This is an optimization exercise on Yosys and OpenROAD, whose aim is small area and a short achievable clock period, not a production implementation.
At most, simulation tests tie the RTL to the original design; equivalence was not proved.
Power figures rest on the tool's default switching activity, not on a simulated workload.

==> flow/design.v (excerpt) <==
module compressor_unit
(
    input  logic              clock,
    input  logic              reset_n,
    input  logic [LINE_W-1:0] UnCompressedCache,
    output logic [LINE_W-1:0] CompressedCache,
    output logic [3:0]        Encoding,
    output logic [LINE_W-1:0] DeCompressedCache
);
Size: roughly 4500 cells after synthesis, about 770 I/O pins.
clock: 12.0 ns
lec_check: 0
cap_margin: 20
core_margin: 2
core_utilization: 40
cts_buf_list: sky130_fd_sc_hd__clkbuf_8 sky130_fd_sc_hd__clkbuf_16
cts_cluster_diameter: 60
cts_cluster_size: 20
slew_margin: 20
synth_hierarchical: 1
standard.sh (not shown) runs the stock make flow with config.mk's settings and CLKGATE_MAP_FILE= SYNTH_SCRIPT=/design/flow/synth_recipe.tcl, a recipe that flattens the netlist after the stock synthesis.
==> flow/flow/run.sh <==
#!/bin/bash
# Layout flow: the standard synthesis and ORFS layout, with two changes to
# how the layout is made:
#  - ports are buffered with buf_2 instead of the delay cell buffer_ports picks;
#  - timing repair may change a cell's footprint and aims for a setup margin,
#    so the design is pushed below the clock period it must meet.
# Each step's full output goes to its own log in this folder (and ORFS keeps
# its per-stage logs under orfs/logs).
set -euo pipefail
MARGIN=${MARGIN:-7.5}
bash standard.sh synth > log_synth.txt 2>&1
export BUFFER_PORTS_ARGS="-buffer_cell sky130_fd_sc_hd__buf_1"
for step in floorplan place cts route finish; do
  bash standard.sh MATCH_CELL_FOOTPRINT=0 SETUP_SLACK_MARGIN=$MARGIN $step > log_$step.txt 2>&1
done
test -s out/final.def
==> next run, changes <==
--- a/flow/flow/run.sh
+++ b/flow/flow/run.sh
@@ -12 +12 @@
-export BUFFER_PORTS_ARGS="-buffer_cell sky130_fd_sc_hd__buf_1"
+export BUFFER_PORTS_ARGS="-buffer_cell sky130_fd_sc_hd__buf_2"
The new run produced a clean layout.
Worst setup slack gets worse by 0.0079 ns.
Power is lower by a few percent.
Cell area falls by a few percent.
Synthesized area stays the same.
Routed wire length decreases by a few percent.
Clock power is lower by roughly a tenth.
Cell count decreases by a few percent.
Global-route usage is lower by 1.1 points.
Worst hold slack gains 0.0084 ns.
Register-to-register slack gains 0.12 ns.
Via count decreases by a few percent.
No functional check of the RTL was part of any run of this note.

---

== run 3 ==
compressor_unit, a different RTL version from the one above (not shown whole).
Size: ~770 I/O pins, about 47,000 sq um of cells after synthesis.
==> flow/design.v (excerpt) <==
module compressor_unit
(
    input  logic              clock,
    input  logic              reset_n,
    input  logic [LINE_W-1:0] UnCompressedCache,
    output logic [LINE_W-1:0] CompressedCache,
    output logic [3:0]        Encoding,
    output logic [LINE_W-1:0] DeCompressedCache
);
export LEC_CHECK = 0
export CAP_MARGIN = 20
export CORE_MARGIN = 2
export CORE_UTILIZATION = 40
export CTS_BUF_LIST = sky130_fd_sc_hd__clkbuf_8 sky130_fd_sc_hd__clkbuf_16
export CTS_CLUSTER_DIAMETER = 60
export CTS_CLUSTER_SIZE = 20
export SLEW_MARGIN = 20
export SYNTH_HIERARCHICAL = 1
create_clock -name core_clock -period 12.0 [get_ports {clock}]
==> flow/flow/run.sh <==
#!/bin/bash
# Layout flow: the standard synthesis and ORFS layout, with these changes to
# how the layout is made:
#  - the clock tree gets no dummy balancing loads;
#  - ports are buffered with buf_2 instead of the delay cell buffer_ports picks;
#  - timing repair may change a cell's footprint and aims for a setup margin,
#    so the design is pushed below the clock period it must meet.
# Each step's full output goes to its own log in this folder (and ORFS keeps
# its per-stage logs under orfs/logs).
set -euo pipefail
MARGIN=${MARGIN:-6.8}
bash standard.sh synth > log_synth.txt 2>&1
export BUFFER_PORTS_ARGS="-buffer_cell sky130_fd_sc_hd__buf_2"
# clock tree without the dummy loads CTS adds for balancing
export CTS_ARGS="-sink_clustering_enable -repair_clock_nets -dont_use_dummy_load -sink_clustering_size 20 -sink_clustering_max_diameter 60 -buf_list {sky130_fd_sc_hd__clkbuf_8 sky130_fd_sc_hd__clkbuf_16}"
for step in floorplan place cts route finish; do
  bash standard.sh MATCH_CELL_FOOTPRINT=0 SETUP_SLACK_MARGIN=$MARGIN $step > log_$step.txt 2>&1
done
test -s out/final.def
Input changes introduced in run 4 (baseline for comparison: run 3):
==> flow/flow/run.sh <==
#!/bin/bash
# Layout flow: the standard synthesis and ORFS layout, with two changes to
# how the layout is made:
#  - ports are buffered with buf_2 instead of the delay cell buffer_ports picks;
#  - timing repair may change a cell's footprint and aims for a setup margin,
#    so the design is pushed below the clock period it must meet.
# Each step's full output goes to its own log in this folder (and ORFS keeps
# its per-stage logs under orfs/logs).
set -euo pipefail
MARGIN=${MARGIN:-7.5}
bash standard.sh synth > log_synth.txt 2>&1
export BUFFER_PORTS_ARGS="-buffer_cell sky130_fd_sc_hd__buf_2"
for step in floorplan place cts route finish; do
  bash standard.sh MATCH_CELL_FOOTPRINT=0 SETUP_SLACK_MARGIN=$MARGIN $step > log_$step.txt 2>&1
done
test -s out/final.def
Notes after the runs:
Compared with run 3, run 4 shows a non-clock buffer count that is 246 higher. Run 4: clock group share of total power is 4.5 points higher than what run 3 reported. Taking run 3 as the reference, in run 4 net switching power went up by about 20%; slew at the pin with the worst max-slew slack went down 0.19 ns. Delay of the slowest critical-path stage (run 4 over run 3): decrease, 0.10 ns. Minimum clock period after layout for run 4 is lower than for run 3. Between run 3 and run 4, the instance area after placement is higher for run 4. Run 4: hold slack 0.036 ns above run 3.
No functional check of the RTL was part of any run of this note.

---

Setup of the baseline:
Another version of the RTL of compressor_unit (not shown whole).
Size: roughly 4000 cells after synthesis.
==> flow/config.mk <==
export PLATFORM = sky130hd
export DESIGN_NAME = compressor_unit
export DESIGN_NICKNAME = compressor_unit
export VERILOG_FILES = /design/flow/design.v
export SDC_FILE = /design/flow/constraint.sdc
export NUM_CORES = 8
export LEC_CHECK = 0
export CAP_MARGIN = 20
export CORE_MARGIN = 2
export CORE_UTILIZATION = 40
export CTS_BUF_LIST = sky130_fd_sc_hd__clkbuf_8 sky130_fd_sc_hd__clkbuf_16
export CTS_CLUSTER_DIAMETER = 60
export CTS_CLUSTER_SIZE = 20
export SLEW_MARGIN = 20
export SYNTH_HIERARCHICAL = 1
==> flow/constraint.sdc <==
create_clock -name core_clock -period 12.0 [get_ports {clock}]
set_input_delay 2.4000 -clock core_clock [delete_from_list [all_inputs] [get_ports {clock}]]
set_output_delay 2.4000 -clock core_clock [all_outputs]
set_load 0.01 [all_outputs]
==> flow/flow/run.sh <==
#!/bin/bash
# Layout flow: the standard synthesis and ORFS layout, with two changes to
# how the layout is made:
#  - ports are buffered with buf_2 instead of the delay cell buffer_ports picks;
#  - timing repair may change a cell's footprint and aims for a setup margin,
#    so the design is pushed below the clock period it must meet.
# Each step's full output goes to its own log in this folder (and ORFS keeps
# its per-stage logs under orfs/logs).
set -euo pipefail
MARGIN=${MARGIN:-7.5}
bash standard.sh synth > log_synth.txt 2>&1
export BUFFER_PORTS_ARGS="-buffer_cell sky130_fd_sc_hd__buf_2"
for step in floorplan place cts route finish; do
  bash standard.sh MATCH_CELL_FOOTPRINT=0 SETUP_SLACK_MARGIN=$MARGIN $step > log_$step.txt 2>&1
done
test -s out/final.def
The baseline ended with every stage complete and zero timing, DRC or antenna violations.
The inputs of the candidate differ from those of the baseline as listed below.
- clearing CTS_CLUSTER_DIAMETER, which used to be 60
- clearing CTS_CLUSTER_SIZE, which used to be 20
- clearing CTS_BUF_LIST, which used to be sky130_fd_sc_hd__clkbuf_8 sky130_fd_sc_hd__clkbuf_16
Notes after the runs:
Re met2 demand-to-capacity share in global routing: the baseline was lower than the candidate.
Of the candidate and the baseline, the baseline shows the lower clock distribution power, with the candidate above it.
Diff the baseline..the candidate | via-per-instance ratio | negligible
The run showing the greater number of post-CTS setup repair buffers is the candidate.
The candidate: detailed-route via count is 243 higher than what the baseline reported.
The baseline -> the candidate: H-tree depth flat
Compared with the baseline, the candidate degrades hold slack.

---

v43:
compressor_unit, a different RTL version from the one above (not shown whole).
Size: about 4000 cells after synthesis, ~770 I/O pins, about 42000 um^2 of cells after synthesis.
==> flow/config.mk <==
export PLATFORM = sky130hd
export DESIGN_NAME = compressor_unit
export DESIGN_NICKNAME = compressor_unit
export VERILOG_FILES = /design/flow/design.v
export SDC_FILE = /design/flow/constraint.sdc
export NUM_CORES = 8
export LEC_CHECK = 0
export CAP_MARGIN = 20
export CORE_MARGIN = 2
export CORE_UTILIZATION = 40
export SLEW_MARGIN = 20
export SYNTH_HIERARCHICAL = 1
==> flow/constraint.sdc <==
create_clock -name core_clock -period 12.0 [get_ports {clock}]
set_input_delay 2.4000 -clock core_clock [delete_from_list [all_inputs] [get_ports {clock}]]
set_output_delay 2.4000 -clock core_clock [all_outputs]
set_load 0.01 [all_outputs]
==> flow/flow/run.sh <==
#!/bin/bash
# Layout flow: the standard synthesis and ORFS layout, with these changes to
# how the layout is made:
#  - the clock tree gets no dummy balancing loads;
#  - ports are buffered with buf_2 instead of the delay cell buffer_ports picks;
#  - timing repair may change a cell's footprint and aims for a setup margin,
#    so the design is pushed below the clock period it must meet.
# Each step's full output goes to its own log in this folder (and ORFS keeps
# its per-stage logs under orfs/logs).
set -euo pipefail
MARGIN=${MARGIN:-6.8}
bash standard.sh synth > log_synth.txt 2>&1
export BUFFER_PORTS_ARGS="-buffer_cell sky130_fd_sc_hd__buf_2"
# clock tree without the dummy loads CTS adds for balancing
export CTS_ARGS="-sink_clustering_enable -repair_clock_nets -dont_use_dummy_load -sink_clustering_size 20 -sink_clustering_max_diameter 60 -buf_list {sky130_fd_sc_hd__clkbuf_8} -root_buf sky130_fd_sc_hd__clkbuf_16"
for step in floorplan place cts route finish; do
  bash standard.sh MATCH_CELL_FOOTPRINT=0 SETUP_SLACK_MARGIN=$MARGIN $step > log_$step.txt 2>&1
done
test -s out/final.def
v43: PASS, flow complete, no timing, DRC or antenna violations
diff inputs: v43 => v45
- CTS_CLUSTER_DIAMETER newly set to 60
- CTS_BUF_LIST newly set to sky130_fd_sc_hd__clkbuf_8 sky130_fd_sc_hd__clkbuf_16
- CTS_CLUSTER_SIZE newly set to 20
==> flow/flow/run.sh <==
#!/bin/bash
# Layout flow: the standard synthesis and ORFS layout, with two changes to
# how the layout is made:
#  - ports are buffered with buf_2 instead of the delay cell buffer_ports picks;
#  - timing repair may change a cell's footprint and aims for a setup margin,
#    so the design is pushed below the clock period it must meet.
# Each step's full output goes to its own log in this folder (and ORFS keeps
# its per-stage logs under orfs/logs).
set -euo pipefail
MARGIN=${MARGIN:-6.5}
bash standard.sh synth > log_synth.txt 2>&1
export BUFFER_PORTS_ARGS="-buffer_cell sky130_fd_sc_hd__buf_2"
for step in floorplan place cts route finish; do
  bash standard.sh MATCH_CELL_FOOTPRINT=0 SETUP_SLACK_MARGIN=$MARGIN $step > log_$step.txt 2>&1
done
test -s out/final.def
Findings:
Flip-flop and latch count: v43 vs v45 identical
Cell type of the slowest stage on the worst timing path = buf_2: v43; cell type of the slowest stage on the worst timing path = dfstp_2: v45
Higher maximum frequency from static timing analysis goes to v43 over v45.
Compared to v43, the routing of v45 uses less wire.
Setup slack of the most critical reg-to-reg path on v45 is ahead of v43.
On area of all placed cells without fillers, v45 and v43 are basically level.
r_fit[2] as the launch point of the worst path was reported by v45, and UnCompressedCache[58] by v43.
Layout-stage area growth over the synthesis result is higher on v45
v43 → v45: non-clock buffering overhead in the final layout went down 1.3 points; clock-buffer cell count rose by 1.4%.
Edits applied to the flow inputs when going from v45 to v40:
--- a/flow/flow/run.sh
+++ b/flow/flow/run.sh
@@ -9,3 +9,3 @@
 set -euo pipefail
-MARGIN=${MARGIN:-6.5}
+MARGIN=${MARGIN:-5.5}
 bash standard.sh synth > log_synth.txt 2>&1
## What came out
Looking at worst-path cell with the longest stage delay, the or3b_2 result is from v40; the dfstp_2 one comes from v45. Of the two candidates, v45 has the better setup slack after layout and v40 the worse one. The via count on v40 is in line with that on v45. Power (v40 over v45): increase, about 2.8%. From v45 to v40 the numbers moved as follows: number of clock-tree buffers in the layout up about 5.6%; met1 demand-to-capacity share in global routing flat; data required time of the worst path flat; post-cts gate resize count down 57. v45 → v40: post-place setup slack dropped 0.27 ns, wire length dropped about 1.8%. Between v40 and v45, ratio of routed vias to standard cells is lower for v45, v40 comes in above that.
Edits applied to the flow inputs when going from v40 to v56:
--- a/flow/flow/run.sh
+++ b/flow/flow/run.sh
@@ -9,3 +9,3 @@
 set -euo pipefail
-MARGIN=${MARGIN:-5.5}
+MARGIN=${MARGIN:-6.0}
 bash standard.sh synth > log_synth.txt 2>&1
==> comparison <==
| global-route wire length before repair | v56 vs v40 | ≈ equal |. v56 vs. v40: maximum VDD drop now sits at about the same level, detailed-routing wirelength on met1 went up by about 0.9%, total wire length after detailed routing was more or less identical, total of fill cells in the finished design ~0 delta. v56 has critical path depth above what v40 had. v56 ended with more signal arrival time at the worst endpoint than v40. Compare v40 and v56 | sum of met3 wire segment lengths after detailed routing lower: v56. Diff v40 and v56: setup slack lower in v40. In terms of non-clock buffer count, v56 and v40 differ only marginally. In terms of worst hold slack, v40 and v56 differ only marginally.

---

Another version of the RTL of compressor_unit (not shown whole).
Size: about 770 I/O pins, about 0.041 mm² of cells after synthesis.
clock: 12.0 ns
lec_check: 0
cap_margin: 20
core_margin: 2
core_utilization: 40
slew_margin: 20
synth_hierarchical: 1
==> flow/flow/run.sh <==
#!/bin/bash
# Layout flow: the standard synthesis and ORFS layout, with these changes to
# how the layout is made:
#  - the clock tree gets no dummy balancing loads;
#  - ports are buffered with buf_2 instead of the delay cell buffer_ports picks,
#    and the round-trip outputs (a full cycle of slack) with buf_1;
#  - timing repair may change a cell's footprint and aims for a setup margin,
#    so the design is pushed below the clock period it must meet.
# Each step's full output goes to its own log in this folder (and ORFS keeps
# its per-stage logs under orfs/logs).
set -euo pipefail
MARGIN=${MARGIN:-6.95}
bash standard.sh synth > log_synth.txt 2>&1
export BUFFER_PORTS_ARGS="-buffer_cell sky130_fd_sc_hd__buf_2"
export POST_GLOBAL_PLACE_TCL="$PWD/flow/dcbuf.tcl"
# clock tree without the dummy loads CTS adds for balancing
export CTS_ARGS="-sink_clustering_enable -repair_clock_nets -dont_use_dummy_load -sink_clustering_size 16 -sink_clustering_max_diameter 60 -buf_list {sky130_fd_sc_hd__clkbuf_8} -root_buf sky130_fd_sc_hd__clkbuf_16"
for step in floorplan place cts route finish; do
  bash standard.sh MATCH_CELL_FOOTPRINT=0 SETUP_SLACK_MARGIN=$MARGIN $step > log_$step.txt 2>&1
done
test -s out/final.def
==> flow/flow/dcbuf.tcl <==
# The round-trip outputs have a full cycle of slack: give their port buffers
# the smallest buffer.
set n 0
foreach bterm [[ord::get_db_block] getBTerms] {
  if { ![string match "DeCompressedCache*" [$bterm getName]] } { continue }
  set net [$bterm getNet]
  foreach iterm [$net getITerms] {
    set inst [$iterm getInst]
    if { [[$inst getMaster] getName] == "sky130_fd_sc_hd__buf_2" } {
      replace_cell [$inst getName] sky130_fd_sc_hd__buf_1
      incr n
    }
  }
}
puts "round-trip port buffers downsized: $n"
Change:
--- a/flow/flow/run.sh
+++ b/flow/flow/run.sh
@@ -7,3 +7,4 @@
 #  - timing repair may change a cell's footprint and aims for a setup margin,
-#    so the design is pushed below the clock period it must meet.
+#    so the design is pushed below the clock period it must meet; it works
+#    on the worst tenth of the failing endpoints.
 # Each step's full output goes to its own log in this folder (and ORFS keeps
@@ -11,3 +12,3 @@
 set -euo pipefail
-MARGIN=${MARGIN:-6.95}
+MARGIN=${MARGIN:-7.2}
 bash standard.sh synth > log_synth.txt 2>&1
@@ -18,3 +19,3 @@
 for step in floorplan place cts route finish; do
-  bash standard.sh MATCH_CELL_FOOTPRINT=0 SETUP_SLACK_MARGIN=$MARGIN $step > log_$step.txt 2>&1
+  bash standard.sh MATCH_CELL_FOOTPRINT=0 SETUP_SLACK_MARGIN=$MARGIN TNS_END_PERCENT=10 $step > log_$step.txt 2>&1
 done
Effect: The changed run finished clean. Sequential power barely changes. Combinational power barely changes. Routed wire length came out higher by 0.59%.
Change:
--- a/flow/flow/run.sh
+++ b/flow/flow/run.sh
@@ -12,3 +12,3 @@
 set -euo pipefail
-MARGIN=${MARGIN:-7.2}
+MARGIN=${MARGIN:-7.0}
 bash standard.sh synth > log_synth.txt 2>&1
@@ -19,3 +19,3 @@
 for step in floorplan place cts route finish; do
-  bash standard.sh MATCH_CELL_FOOTPRINT=0 SETUP_SLACK_MARGIN=$MARGIN TNS_END_PERCENT=10 $step > log_$step.txt 2>&1
+  bash standard.sh MATCH_CELL_FOOTPRINT=0 SETUP_SLACK_MARGIN=$MARGIN TNS_END_PERCENT=30 $step > log_$step.txt 2>&1
 done
Final cell count is about the same.
Routed wire length falls by about 0.34%.
Via count is about the same.
Non-clock buffer count falls by 1.
Clock skew falls by 0.0095 ns.
Change:
==> flow/flow/run.sh (replaced) <==
#!/bin/bash
# Layout flow: the standard synthesis and ORFS layout, with these changes to
# how the layout is made:
#  - the clock tree gets no dummy balancing loads;
#  - ports are buffered with buf_2 instead of the delay cell buffer_ports picks;
#  - timing repair may change a cell's footprint and aims for a setup margin,
#    so the design is pushed below the clock period it must meet.
# Each step's full output goes to its own log in this folder (and ORFS keeps
# its per-stage logs under orfs/logs).
set -euo pipefail
MARGIN=${MARGIN:-7.0}
bash standard.sh synth > log_synth.txt 2>&1
export BUFFER_PORTS_ARGS="-buffer_cell sky130_fd_sc_hd__buf_2"
# clock tree without the dummy loads CTS adds for balancing
export CTS_ARGS="-sink_clustering_enable -repair_clock_nets -dont_use_dummy_load -sink_clustering_size 16 -sink_clustering_max_diameter 60 -buf_list {sky130_fd_sc_hd__clkbuf_8} -root_buf sky130_fd_sc_hd__clkbuf_16"
for step in floorplan place cts route finish; do
  bash standard.sh MATCH_CELL_FOOTPRINT=0 SETUP_SLACK_MARGIN=$MARGIN $step > log_$step.txt 2>&1
done
test -s out/final.def
removed: flow/flow/dcbuf.tcl
=> The changed run ran to the end with no violations; routed wire length stays flat; final cell count shrinks slightly; total power stays flat; design area increases slightly; utilization rises by 0.22 points; combinational power hardly moves; sequential power stays flat; worst setup slack degrades by 0.15 ns; die area stays the same.
Change:
--- a/flow/flow/run.sh
+++ b/flow/flow/run.sh
@@ -10,3 +10,3 @@
 set -euo pipefail
-MARGIN=${MARGIN:-7.0}
+MARGIN=${MARGIN:-6.8}
 bash standard.sh synth > log_synth.txt 2>&1
Sequential share of layout area grows by 0.56 points.
Register-to-register slack loses 0.04 ns.
Die area is unchanged.
Total power stays flat.
Synthesized area is unchanged.
Flip-flop and latch count does not change.
Fmax came out higher by 0.73%.
Worst setup slack is better by 0.039 ns.

static timing again, ports no longer ideal:
Ports are ideal in the flow. The routed layouts listed here were re-timed in OpenROAD. Step 1: set_driving_cell puts a clkbuf_16 on clock and a buf_2 on each other input, an assumption about the parent block. Step 2 also shifts input and output timing later by t, the mid clock arrival at the registers, as if the neighbouring blocks saw the same clock. Slacks: no drivers / after step 1 / after step 2; pairs: no drivers / after step 1.
run | t (ns) | setup WS [ns] | worst register clock-pin slew, ns | pins driven straight from the clock port
the first run of note 1 | 0.754 | 6.730 / 6.767 / 6.012 | 0.09 / 0.09 | 1
the second run of note 1 | 0.752 | 6.722 / 6.761 / 6.008 | 0.08 / 0.08 | 1
run 3 | 0.719 | 6.689 / 6.609 / 6.059 | 0.08 / 0.08 | 1
run 4 | 0.762 | 6.704 / 6.623 / 6.042 | 0.09 / 0.09 | 1
the baseline | 0.747 | 6.574 / 6.613 / 5.866 | 0.09 / 0.09 | 1
the candidate | 0.754 | 6.600 / 6.625 / 5.871 | 0.07 / 0.07 | 1
v43 | 0.683 | 6.679 / 6.703 / 6.020 | 0.12 / 0.12 | 1
v45 | 0.724 | 6.439 / 6.370 / 5.861 | 0.09 / 0.09 | 1
v40 | 0.732 | 5.620 / 5.545 / 5.029 | 0.08 / 0.08 | 1
v56 | 0.732 | 6.071 / 6.086 / 5.354 | 0.08 / 0.08 | 1
the first run of note 5 | 0.682 | 6.602 / 6.531 / 6.149 | 0.11 / 0.11 | 1
the second run of note 5 | 0.690 | 6.697 / 6.707 / 6.039 | 0.11 / 0.11 | 1
the third run of note 5 | 0.680 | 6.780 / 6.734 / 6.054 | 0.10 / 0.10 | 1
the fourth run of note 5 | 0.676 | 6.630 / 6.558 / 6.019 | 0.11 / 0.11 | 1
the fifth run of note 5 | 0.683 | 6.668 / 6.619 / 5.936 | 0.11 / 0.11 | 1
After both steps setup and hold are still met in every run listed. The setup slack of the fifth run of note 5, which loses most, moves by -0.049 ns with the drivers and by -0.732 ns with both steps.
